From an optimization exercise on the open Yosys and OpenROAD flow, aimed at small area, a short achievable clock period and few clock cycles per item; shortcuts taken in it are not production practice. In this exercise RTL edits were held to simulation tests only and were not proved equivalent to the original.

== job 9876 ==
==> flow/design.v <==
`timescale 1ns/1ps
module ooo_regfile (
  input  logic        clk,
  input  logic        i_clr,
  input  logic        i_we,
  input  logic [4:0]  i_waddr,
  input  logic [31:0] i_wdata,
  input  logic [31:1] i_rsel1,
  input  logic [31:1] i_rsel2,
  output logic [31:0] o_rdata1,
  output logic [31:0] o_rdata2
);
  logic [31:0] regs [32];
  logic [31:0] wdata;
  assign wdata = i_wdata & {32{~i_clr}};
  always_ff @(posedge clk) begin
    for (int i = 1; i < 32; i++) begin
      if (i_clr || (i_we && i_waddr == 5'(i))) regs[i] <= wdata;
    end
  end
  always_comb begin
    o_rdata1 = '0;
    o_rdata2 = '0;
    for (int i = 1; i < 32; i++) begin
      o_rdata1 = o_rdata1 | (regs[i] & {32{i_rsel1[i]}});
      o_rdata2 = o_rdata2 | (regs[i] & {32{i_rsel2[i]}});
    end
  end
endmodule
`timescale 1ns/1ps
module ooo_alu (
  input  logic        i_sub,
  input  logic [6:0]  i_sel,
  input  logic [31:0] i_a,
  input  logic [31:0] i_bx,
  input  logic [4:0]  i_shamt,    
  output logic [31:0] o_result
);
  logic [31:0] p, g;
  logic [31:0] gk [6];
  logic [31:0] pk [6];
  logic [31:0] carry;         
  logic [31:0] sum;
  logic        slt;
  assign p = i_a ^ i_bx;
  assign g = i_a & i_bx;
  always_comb begin
    gk[0] = g;
    pk[0] = p;
    gk[0][0] = g[0] | (p[0] & i_sub);
    for (int l = 0; l < 5; l++) begin
      for (int i = 0; i < 32; i++) begin
        if (i >= (1 << l)) begin
          gk[l+1][i] = gk[l][i] | (pk[l][i] & gk[l][i - (1 << l)]);
          pk[l+1][i] = pk[l][i] & pk[l][i - (1 << l)];
        end else begin
          gk[l+1][i] = gk[l][i];
          pk[l+1][i] = pk[l][i];
        end
      end
    end
    carry = {gk[5][30:0], i_sub};
  end
  assign sum = p ^ carry;
  assign slt = (i_a[31] == i_bx[31]) ? i_a[31] : sum[31];
  logic [31:0] sh_in, sh_out, sh_rev;
  always_comb begin
    for (int i = 0; i < 32; i++) sh_in[i] = i_sel[4] ? i_a[31-i] : i_a[i];
  end
  assign sh_out = sh_in >> i_shamt;
  always_comb begin
    for (int i = 0; i < 32; i++) sh_rev[i] = sh_out[31-i];
  end
  assign o_result = ({32{i_sel[0]}} & sum)
                  | ({32{i_sel[1]}} & g)
                  | ({32{i_sel[2]}} & (p | g))
                  | ({32{i_sel[3]}} & p)
                  | ({32{i_sel[4]}} & sh_rev)
                  | ({32{i_sel[5]}} & sh_out)
                  | {31'd0, i_sel[6] & slt};
endmodule
`timescale 1ns/1ps
module ooo_core (
  input  logic        clk,
  input  logic        rst,
  input  logic        i_valid,
  input  logic [4:0]  i_uop_rd,
  input  logic [4:0]  i_uop_rs1,
  input  logic [4:0]  i_uop_rs2,
  input  logic [2:0]  i_uop_op,
  input  logic        i_uop_use_imm,
  input  logic [31:0] i_uop_imm,
  output logic        o_ready,
  output logic        o_commit_valid,
  output logic [4:0]  o_commit_rd,
  output logic [31:0] o_commit_data
);
  assign o_ready = 1'b1;
  logic        i_v;           
  logic        i_w;           
  logic [4:0]  i_rd;
  logic [31:1] i_rsel1;       
  logic [31:1] i_rsel2;
  logic        i_fwd1;        
  logic        i_fwd2;
  logic [2:0]  i_op;
  logic        i_sub;         
  logic        i_imm_sel;
  logic [31:0] i_imm;
  logic        e_v;
  logic        e_w;
  logic [4:0]  e_rd;
  logic        e_sub;
  logic [6:0]  e_sel;
  logic [31:0] e_a;
  logic [31:0] e_bx;          
  logic [4:0]  e_shamt;       
  logic        c_v;
  logic [4:0]  c_rd;
  logic [31:0] c_data;
  logic        o_v;
  logic [4:0]  o_rd;
  logic [31:0] o_data;
  always_ff @(posedge clk) begin
    i_rd      <= i_uop_rd;
    i_op      <= i_uop_op;
    i_sub     <= (i_uop_op == 3'd1) || (i_uop_op == 3'd7);
    i_imm_sel <= i_uop_use_imm;
    i_imm     <= i_uop_imm;
    for (int r = 1; r < 32; r++) begin
      i_rsel1[r] <= (i_uop_rs1 == 5'(r));
      i_rsel2[r] <= (i_uop_rs2 == 5'(r)) && !i_uop_use_imm;
    end
    i_fwd1    <= i_w && (i_uop_rs1 == i_rd);
    i_fwd2    <= i_w && (i_uop_rs2 == i_rd);
    if (rst) begin
      i_v <= 1'b0;
      i_w <= 1'b0;
    end else begin
      i_v <= i_valid;
      i_w <= i_valid && (i_uop_rd != 5'd0);
    end
  end
  logic        rst_q;
  always_ff @(posedge clk) rst_q <= rst;
  logic [31:0] rf_a, rf_b, alu_out;
  logic [31:0] fwd_a, fwd_b;
  ooo_regfile regfile_i (
    .clk      (clk),
    .i_clr    (rst_q),
    .i_we     (e_w),
    .i_waddr  (e_rd),
    .i_wdata  (alu_out),
    .i_rsel1  (i_rsel1),
    .i_rsel2  (i_rsel2),
    .o_rdata1 (rf_a),
    .o_rdata2 (rf_b)
  );
  always_comb begin
    if (i_fwd1)         fwd_a = alu_out;
    else                fwd_a = rf_a;
    if (i_imm_sel)      fwd_b = i_imm;
    else if (i_fwd2)    fwd_b = alu_out;
    else                fwd_b = rf_b;
  end
  always_ff @(posedge clk) begin
    e_rd    <= i_rd;
    e_sub   <= i_sub;
    e_sel   <= {i_op == 3'd7, i_op == 3'd6, i_op == 3'd5, i_op == 3'd4,
                i_op == 3'd3, i_op == 3'd2, i_op[2:1] == 2'd0} & {7{i_w}};
    e_a     <= fwd_a;
    e_bx    <= fwd_b ^ {32{i_sub}};
    e_shamt <= fwd_b[4:0];
    if (rst) begin
      e_v <= 1'b0;
      e_w <= 1'b0;
    end else begin
      e_v <= i_v;
      e_w <= i_w;
    end
  end
  ooo_alu alu_i (
    .i_sub    (e_sub),
    .i_sel    (e_sel),
    .i_a      (e_a),
    .i_bx     (e_bx),
    .i_shamt  (e_shamt),
    .o_result (alu_out)
  );
  always_ff @(posedge clk) begin
    c_rd   <= e_rd & {5{e_v}};
    c_data <= alu_out & {32{e_v}};
    if (rst) c_v <= 1'b0;
    else     c_v <= e_v;
  end
  always_ff @(posedge clk) begin
    o_rd   <= c_rd;
    o_data <= c_data;
    if (rst) o_v <= 1'b0;
    else     o_v <= c_v;
  end
  assign o_commit_valid = o_v;
  assign o_commit_rd    = o_rd;
  assign o_commit_data  = o_data;
endmodule
==> flow/config.mk <==
export PLATFORM = sky130hd
export DESIGN_NAME = ooo_core
export DESIGN_NICKNAME = ooo_core
export VERILOG_FILES = /design/flow/design.v
export SDC_FILE = /design/flow/constraint.sdc
export NUM_CORES = 4
export LEC_CHECK = 0
export CAP_MARGIN = 20
export CORE_MARGIN = 2
export CORE_UTILIZATION = 45
export CTS_CLUSTER_DIAMETER = 80
export CTS_CLUSTER_SIZE = 20
export GPL_ROUTABILITY_DRIVEN = 1
export GPL_TIMING_DRIVEN = 1
export PLACE_DENSITY = 0.6
export SLEW_MARGIN = 20
==> flow/constraint.sdc <==
create_clock -name core_clock -period 12.0 [get_ports {clk}]
set_input_delay 2.4000 -clock core_clock [delete_from_list [all_inputs] [get_ports {clk}]]
set_output_delay 2.4000 -clock core_clock [all_outputs]
set_load 0.01 [all_outputs]
standard.sh (not shown) runs the stock make flow with config.mk's settings and CLKGATE_MAP_FILE= SYNTH_SCRIPT=/design/flow/synth_recipe.tcl, a recipe that flattens the netlist after the stock synthesis.
==> flow/flow/run.sh <==
#!/bin/bash
# The standard layout (standard.sh, standard synthesis unchanged) with two
# changes to how the layout is optimised; the constraints are not changed:
#  - the buffer put on every input and output port is buf_4 instead of the
#    delay cell that buffer_ports picks by default.
set -o pipefail
bash standard.sh SETUP_SLACK_MARGIN=8.5 \
  "BUFFER_PORTS_ARGS=-buffer_cell sky130_fd_sc_hd__buf_4" finish > standard.log 2>&1
Job 9876: full flow OK, the timing, DRC and antenna checks passed
Testbench counts of job 9876, summed over its fixed seeds: cycles 6,432, items 6,400.
Modified inputs, job 9947 compared to job 9876
-- flow/design.v --
<<< job 9876, line 34
  input  logic [31:0] i_a,
  input  logic [31:0] i_bx,
  input  logic [4:0]  i_shamt,    
  output logic [31:0] o_result
);
>>> job 9947, line 34
  input  logic [31:0] i_a,
  input  logic [31:0] i_bx,
  output logic [31:0] o_result
);
<<< job 9876, line 68
    for (int i = 0; i < 32; i++) sh_in[i] = i_sel[4] ? i_a[31-i] : i_a[i];
  end
  assign sh_out = sh_in >> i_shamt;
  always_comb begin
    for (int i = 0; i < 32; i++) sh_rev[i] = sh_out[31-i];
>>> job 9947, line 67
    for (int i = 0; i < 32; i++) sh_in[i] = i_sel[4] ? i_a[31-i] : i_a[i];
  end
  assign sh_out = sh_in >> i_bx[4:0];
  always_comb begin
    for (int i = 0; i < 32; i++) sh_rev[i] = sh_out[31-i];
<<< job 9876, line 115
  logic [31:0] e_a;
  logic [31:0] e_bx;          
  logic [4:0]  e_shamt;       
  logic        c_v;
  logic [4:0]  c_rd;
>>> job 9947, line 114
  logic [31:0] e_a;
  logic [31:0] e_bx;          
  logic        c_v;
  logic [4:0]  c_rd;
<<< job 9876, line 130
    for (int r = 1; r < 32; r++) begin
      i_rsel1[r] <= (i_uop_rs1 == 5'(r));
      i_rsel2[r] <= (i_uop_rs2 == 5'(r)) && !i_uop_use_imm;
    end
    i_fwd1    <= i_w && (i_uop_rs1 == i_rd);
>>> job 9947, line 128
    for (int r = 1; r < 32; r++) begin
      i_rsel1[r] <= (i_uop_rs1 == 5'(r));
      i_rsel2[r] <= (i_uop_rs2 == 5'(r));
    end
    i_fwd1    <= i_w && (i_uop_rs1 == i_rd);
<<< job 9876, line 171
    e_a     <= fwd_a;
    e_bx    <= fwd_b ^ {32{i_sub}};
    e_shamt <= fwd_b[4:0];
    if (rst) begin
      e_v <= 1'b0;
>>> job 9947, line 169
    e_a     <= fwd_a;
    e_bx    <= fwd_b ^ {32{i_sub}};
    if (rst) begin
      e_v <= 1'b0;
<<< job 9876, line 185
    .i_a      (e_a),
    .i_bx     (e_bx),
    .i_shamt  (e_shamt),
    .o_result (alu_out)
  );
  always_ff @(posedge clk) begin
    c_rd   <= e_rd & {5{e_v}};
    c_data <= alu_out & {32{e_v}};
    if (rst) c_v <= 1'b0;
    else     c_v <= e_v;
>>> job 9947, line 182
    .i_a      (e_a),
    .i_bx     (e_bx),
    .o_result (alu_out)
  );
  always_ff @(posedge clk) begin
    c_rd   <= e_rd;
    c_data <= alu_out;
    if (rst) c_v <= 1'b0;
    else     c_v <= e_v;
[summary]
Job 9947 completed end to end with timing, DRC and antenna clean. Share of layout cells above drive strength 1: lower on job 9947. The layout-stage area growth over the synthesis result was comparable across job 9876 and job 9947. Compared with job 9876, job 9947 shows cell area after technology mapping that has gone down by a few percent. Of job 9876 and job 9947, the higher met2 routed wirelength belongs to job 9876. Fmax delta for job 9947 relative to job 9876: about 1.5% lower. Going from job 9876 to job 9947, core utilization picked up an extra 0.25 points, routed metal-1 wire length shows an increase of 6.7%.
Testbench counts of job 9947, summed over its fixed seeds: cycles 6,432, items 6,400.

## re-timing with driven ports
How much do the figures lean on ideal ports? The routed layouts below were timed once more, with nothing changed but the port constraints. Step 1 sets driving cells, clkbuf_16 on the clock port and buf_2 on the other inputs (assumed; they add their load-dependent delay and slew). Step 2 also shifts input and output timing later by t, the mid clock arrival at the registers, as if the neighbouring blocks saw the same clock. Slacks: ideal ports / drivers / drivers and shift; pairs: ideal ports / drivers.
run | shift t [ns] | setup slack, ns | worst setup path after step 2
job 9876 | 0.779 | 8.449 / 8.375 / 8.457 | register to register
job 9947 | 0.768 | 8.395 / 8.319 / 8.519 | register to register
After both steps setup and hold are still met in every run listed.
